What follows belongs to an exercise in optimizing a design on an open flow for small area; a production flow would make more cautious choices.
Only simulation tests tie the RTL to the original design; equivalence was not proved.
Power and IR drop assume default switching activity.

== job 9147 ==
==> flow/design.v <==
`timescale 1ns/10ps
package isa_pkg;
    localparam int INSTR_W = 18;
    localparam int OPCODE_MSB = 17;
    localparam int OPCODE_LSB = 14;
    localparam int R1_LSB = 10;
    localparam int R2_LSB = 6;
    localparam int R3_LSB = 2;
    localparam int IMM_W = 6;          
    localparam int JUMP_TGT_LSB = 4;   
    typedef enum logic [OPCODE_MSB-OPCODE_LSB:0] {
        OP_ADD     = 4'b0000,
        OP_ADDI    = 4'b0001,
        OP_NOR     = 4'b0010,
        OP_CMP     = 4'b0011,
        OP_AND     = 4'b0100,
        OP_ANDI    = 4'b0101,
        OP_NAND    = 4'b0110,
        OP_ILLEGAL = 4'b0111,   
        OP_LD      = 4'b1000,
        OP_ST      = 4'b1001,
        OP_JE      = 4'b1010,   
        OP_JA      = 4'b1011,   
        OP_JB      = 4'b1100,   
        OP_JAE     = 4'b1101,   
        OP_JBE     = 4'b1110,   
        OP_JUMP    = 4'b1111    
    } opcode_e;
endpackage
`timescale 1ns/10ps
package core_pkg;
    localparam int WORD_W = 18;
    localparam int ADDR_W = 10;       
    localparam int REG_ADDR_W = 4;
    localparam int NUM_REGS = 16;
    typedef enum logic [3:0] {
        S_INIT   = 4'd0,
        S_FETCH  = 4'd1,
        S_DECODE = 4'd2,
        S_ALU    = 4'd3,
        S_CMP    = 4'd4,
        S_LD     = 4'd5,
        S_ST     = 4'd6,
        S_JUMP   = 4'd7,
        S_WRITE  = 4'd8
    } state_e;
    typedef enum logic [1:0] {
        ALU_ADD  = 2'b00,
        ALU_NOR  = 2'b01,
        ALU_AND  = 2'b10,
        ALU_NAND = 2'b11
    } alu_op_e;
endpackage
`timescale 1ns/10ps
module fetch_unit (
    input  logic       clk,
    input  logic       reset,
    input  logic       step,
    input  logic       jump,
    input  logic [9:0] target,
    output logic [9:0] pc
);
    always_ff @(posedge clk or posedge reset) begin
        if (reset) begin
            pc <= '0;
        end else if (step & jump) begin
            pc <= target;
        end else begin
            pc <= pc + {9'd0, step};
        end
    end
endmodule
`timescale 1ns/10ps
module control_fsm (
    input  logic clk,
    input  logic reset,
    output logic p0,
    output logic p7,
    output logic p8,
    output logic [3:0] ph,
    output logic init
);
    always_ff @(posedge clk or posedge reset) begin
        if (reset) begin
            ph   <= '0;
            init <= 1'b1;
        end else begin
            ph[0] <= ~(ph[0] | ph[3]);
            ph[1] <= ph[1] ^ ph[0];
            ph[2] <= ph[2] ^ (ph[1] & ph[0]);
            ph[3] <= p7;
            if (p7) init <= 1'b0;
        end
    end
    assign p0 = ~|ph;
    assign p7 = &ph[2:0];
    assign p8 = ph[3];
endmodule
`timescale 1ns/10ps
module register_file (
    input  logic        clk,
    input  logic [15:0] we,
    input  logic [1:0]  wdata,
    input  logic [3:0]  raddr_a,
    input  logic [3:0]  raddr_b,
    output logic [1:0]  rdata_a,
    output logic [1:0]  rdata_b
);
    logic [8:0] lane0 [16];
    logic [8:0] lane1 [16];
    always_ff @(posedge clk) begin
        for (int r = 0; r < 16; r++) begin
            lane0[r] <= {lane0[r][0], lane0[r][8:2], we[r] ? wdata[0] : lane0[r][1]};
            lane1[r] <= {lane1[r][0], lane1[r][8:2], we[r] ? wdata[1] : lane1[r][1]};
        end
    end
    logic [15:0] head0, head1;
    always_comb begin
        for (int r = 0; r < 16; r++) begin
            head0[r] = lane0[r][0];
            head1[r] = lane1[r][0];
        end
    end
    function automatic logic sel16(input logic [15:0] d, input logic [3:0] lo, input logic [3:0] hi);
        logic [3:0] m;
        for (int g = 0; g < 4; g++) m[g] = |(d[4*g +: 4] & lo);
        sel16 = |(m & hi);
    endfunction
    logic [3:0] lo_a, hi_a, lo_b, hi_b;
    always_comb begin
        for (int i = 0; i < 4; i++) begin
            lo_a[i] = (raddr_a[1:0] == 2'(i));
            hi_a[i] = (raddr_a[3:2] == 2'(i));
            lo_b[i] = (raddr_b[1:0] == 2'(i));
            hi_b[i] = (raddr_b[3:2] == 2'(i));
        end
    end
    assign rdata_a = {sel16(head1, lo_a, hi_a), sel16(head0, lo_a, hi_a)};
    assign rdata_b = {sel16(head1, lo_b, hi_b), sel16(head0, lo_b, hi_b)};
endmodule
`timescale 1ns/10ps
module execute_unit (
    input  logic       clk,
    input  logic       reset,
    input  logic [3:0] op,
    input  logic       is_alu,
    input  logic       p0,
    input  logic       p8,
    input  logic [1:0] a,        
    input  logic [1:0] b,        
    output logic [1:0] res,
    output logic       zero_flag,
    output logic       carry_flag
);
    logic       is_cmp;
    logic       cy;
    logic       cin;
    logic [1:0] x;
    logic [2:0] sum;
    assign is_cmp = (op == 4'b0011);
    assign x      = is_cmp ? ~a : a;              
    assign cin    = p0 ? is_cmp : cy;
    assign sum    = {1'b0, x} + {1'b0, b} + {2'b00, cin};
    always_ff @(posedge clk) begin
        cy <= sum[2];
    end
    always_comb begin
        if (!is_alu) res = b;
        else begin
            case (op[2:1])
                2'b00:   res = sum[1:0];            
                2'b01:   res = ~(a | b);            
                2'b10:   res = a & b;               
                default: res = ~(a & b);            
            endcase
        end
    end
    always_ff @(posedge clk or posedge reset) begin
        if (reset) begin
            zero_flag  <= 1'b0;
            carry_flag <= 1'b0;
        end else if (is_cmp) begin
            zero_flag <= (p0 | zero_flag) & (a == b);
            if (p8) carry_flag <= ~sum[2];
        end
    end
endmodule
`timescale 1ns/10ps
module cpu_top (
    input  logic        clk,
    input  logic        reset,
    output logic [9:0]  instr_addr,
    input  logic [17:0] instr_data,
    output logic [9:0]  mem_addr,
    output logic [17:0] mem_wdata,
    output logic        mem_we,
    output logic        mem_re,
    input  logic [17:0] mem_rdata
);
    logic [3:0]  op;
    logic [3:0]  ph;
    logic        p0, p7, p8, init;
    logic        is_alu, is_cmp, is_ld, is_st, use_imm;
    logic        taken;
    logic [3:0]  ra, rb;
    logic [1:0]  a, bp, b, imm2, res, wd;
    logic [15:0] t;
    logic [3:0]  rd;
    logic [15:0] we;
    logic        zf, cf;
    assign op      = instr_data[17:14];
    assign is_alu  = ~op[3] & ~(op[1] & op[0]);
    assign is_cmp  = (op == 4'b0011);
    assign is_ld   = (op == 4'b1000);
    assign is_st   = (op == 4'b1001);
    assign use_imm = ~op[3] & ~op[1] & op[0];
    always_comb begin
        case (op)
            4'b1010: taken = zf & ~cf;
            4'b1011: taken = ~zf & ~cf;
            4'b1100: taken = cf & ~zf;
            4'b1101: taken = ~cf;
            4'b1110: taken = cf | zf;
            4'b1111: taken = 1'b1;
            default: taken = 1'b0;
        endcase
    end
    control_fsm i_control_fsm (
        .clk   (clk),
        .reset (reset),
        .p0    (p0),
        .p7    (p7),
        .p8    (p8),
        .ph    (ph),
        .init  (init)
    );
    fetch_unit i_fetch_unit (
        .clk    (clk),
        .reset  (reset),
        .step   (p7),
        .jump   (taken),
        .target (instr_data[13:4]),
        .pc     (instr_addr)
    );
    always_ff @(posedge clk) begin
        if (p7) rd <= instr_data[13:10];
    end
    always_comb begin
        for (int r = 0; r < 16; r++) we[r] = init | (rd == 4'(r));
    end
    assign wd = init ? 2'b00 : (p8 & is_ld) ? mem_rdata[1:0] : t[1:0];
    assign ra = instr_data[9:6];
    assign rb = is_alu ? instr_data[5:2] : instr_data[13:10];
    register_file i_register_file (
        .clk     (clk),
        .we      (we),
        .wdata   (wd),
        .raddr_a (ra),
        .raddr_b (rb),
        .rdata_a (a),
        .rdata_b (bp)
    );
    always_comb begin
        case (ph)
            4'd0:    imm2 = instr_data[1:0];
            4'd1:    imm2 = instr_data[3:2];
            4'd2:    imm2 = instr_data[5:4];
            default: imm2 = 2'b00;
        endcase
    end
    assign b = use_imm ? imm2 : bp;
    execute_unit i_execute_unit (
        .clk        (clk),
        .reset      (reset),
        .op         (op),
        .is_alu     (is_alu),
        .p0         (p0),
        .p8         (p8),
        .a          (a),
        .b          (b),
        .res        (res),
        .zero_flag  (zf),
        .carry_flag (cf)
    );
    always_ff @(posedge clk) begin
        if (p8 & is_ld) t <= mem_rdata[17:2];
        else            t <= {res, t[15:2]};
    end
    assign mem_addr  = instr_data[9:0];
    assign mem_re    = p7 & is_ld;
    assign mem_we    = p8 & is_st;
    assign mem_wdata = {bp, t};
endmodule
==> flow/config.mk <==
export PLATFORM = sky130hd
export DESIGN_NAME = cpu_top
export DESIGN_NICKNAME = cpu_top
export VERILOG_FILES = /design/flow/design.v
export SDC_FILE = /design/flow/constraint.sdc
export NUM_CORES = 4
export LEC_CHECK = 0
export ABC_AREA = 1
export CAP_MARGIN = 20
export CORE_MARGIN = 2
export CORE_UTILIZATION = 40
export SLEW_MARGIN = 20
==> flow/constraint.sdc <==
create_clock -name core_clock -period 8.0 [get_ports {clk}]
set_input_delay 1.6000 -clock core_clock [delete_from_list [all_inputs] [get_ports {clk}]]
set_output_delay 1.6000 -clock core_clock [all_outputs]
set_load 0.01 [all_outputs]
standard.sh (not shown) runs the stock make flow with config.mk's settings and CLKGATE_MAP_FILE= SYNTH_SCRIPT=/design/flow/synth_recipe.tcl, a recipe that flattens the netlist after the stock synthesis.
==> flow/flow/run.sh <==
#!/bin/bash
# The standard layout (standard.sh) with three changes:
# - synthesis maps all logic, adders included, with an area-oriented ABC script
#   (flow/abc_area.script) in place of ORFS's adder cells and ABC script;
#   everything else in synthesis is unchanged;
# - the port buffers use the smallest buffer cell;
# - the clock tree uses the given buffers and clustering, without dummy loads.
set -euo pipefail
rm -rf synth_scripts
cp -r "$FLOW_HOME/scripts" synth_scripts
cp flow/abc_area.script synth_scripts/abc_area.script
ADDER_MAP_FILE= SCRIPTS_DIR="$PWD/synth_scripts" bash standard.sh synth > run_synth.log 2>&1
export BUFFER_PORTS_ARGS="-buffer_cell sky130_fd_sc_hd__buf_1"
export CTS_ARGS="-sink_clustering_enable -repair_clock_nets -dont_use_dummy_load -buf_list sky130_fd_sc_hd__clkbuf_8 -sink_clustering_size 20 -sink_clustering_max_diameter 80"
bash standard.sh > run_standard.log 2>&1
==> flow/flow/abc_area.script <==
strash
dch -f
map -a
strash
dch -f
map -a
topo
### job 9147 -> job 1350
--- a/flow/design.v
+++ b/flow/design.v
@@ -86,8 +86,5 @@
             init <= 1'b1;
         end else begin
-            ph[0] <= ~(ph[0] | ph[3]);
-            ph[1] <= ph[1] ^ ph[0];
-            ph[2] <= ph[2] ^ (ph[1] & ph[0]);
-            ph[3] <= p7;
+            ph   <= ph[3] ? 4'd0 : ph + 1'b1;
             if (p7) init <= 1'b0;
         end
Findings:
Job 1350 completed; timing, DRC and antenna clean
Any difference in design internal power between job 1350 and job 9147 is small enough to ignore.
The combined area of all synthesized cells on job 9147 is in line with that on job 1350.
Between job 1350 and job 9147, the global-route wire length before repair is lower for job 9147.
Compared with job 9147, job 1350 shows power attributed to the clock group lower by about 0.7%.
Status: final worst-path cycle share parity (job 9147, job 1350)
Job 1350 gives less worst-path maximum fanout than job 9147 did.
| worst slew margin relative to its limit | job 1350 vs job 9147 | 2.6 points lower |

what the ideal ports hide:
No port has a modelled driver above. Below, the same layouts with a new extraction and two added sets of constraints.
Step 1 sets driving cells, clkbuf_16 on the clock port and buf_2 on the other inputs (assumed; they add their load-dependent delay and slew).
Step 2 times the ports against the registers' clock, not the clock port: input delays grow and output delays shrink by t, the midpoint of the rising clock arrivals with the driver on.
a / b / c = no drivers / after step 1 / after step 2; a / b = the first two.
| run | shift t [ns] | slack for setup (ns) | worst hold slack (ns) | worst setup path after step 2 | worst register clock-pin slew, ns |
|---|---|---|---|---|---|
| job 9147 | 0.564 | 2.829 / 2.806 / 2.806 | 0.262 / 0.262 / 0.262 | input to output | 0.12 / 0.12 |
| job 1350 | 0.547 | 2.837 / 2.818 / 2.818 | 0.290 / 0.290 / 0.290 | input to output | 0.12 / 0.12 |
After both steps every run listed still meets setup and hold. For job 9147, which loses most, drivers alone change the setup slack by -0.023 ns; drivers and shift together by -0.023 ns.
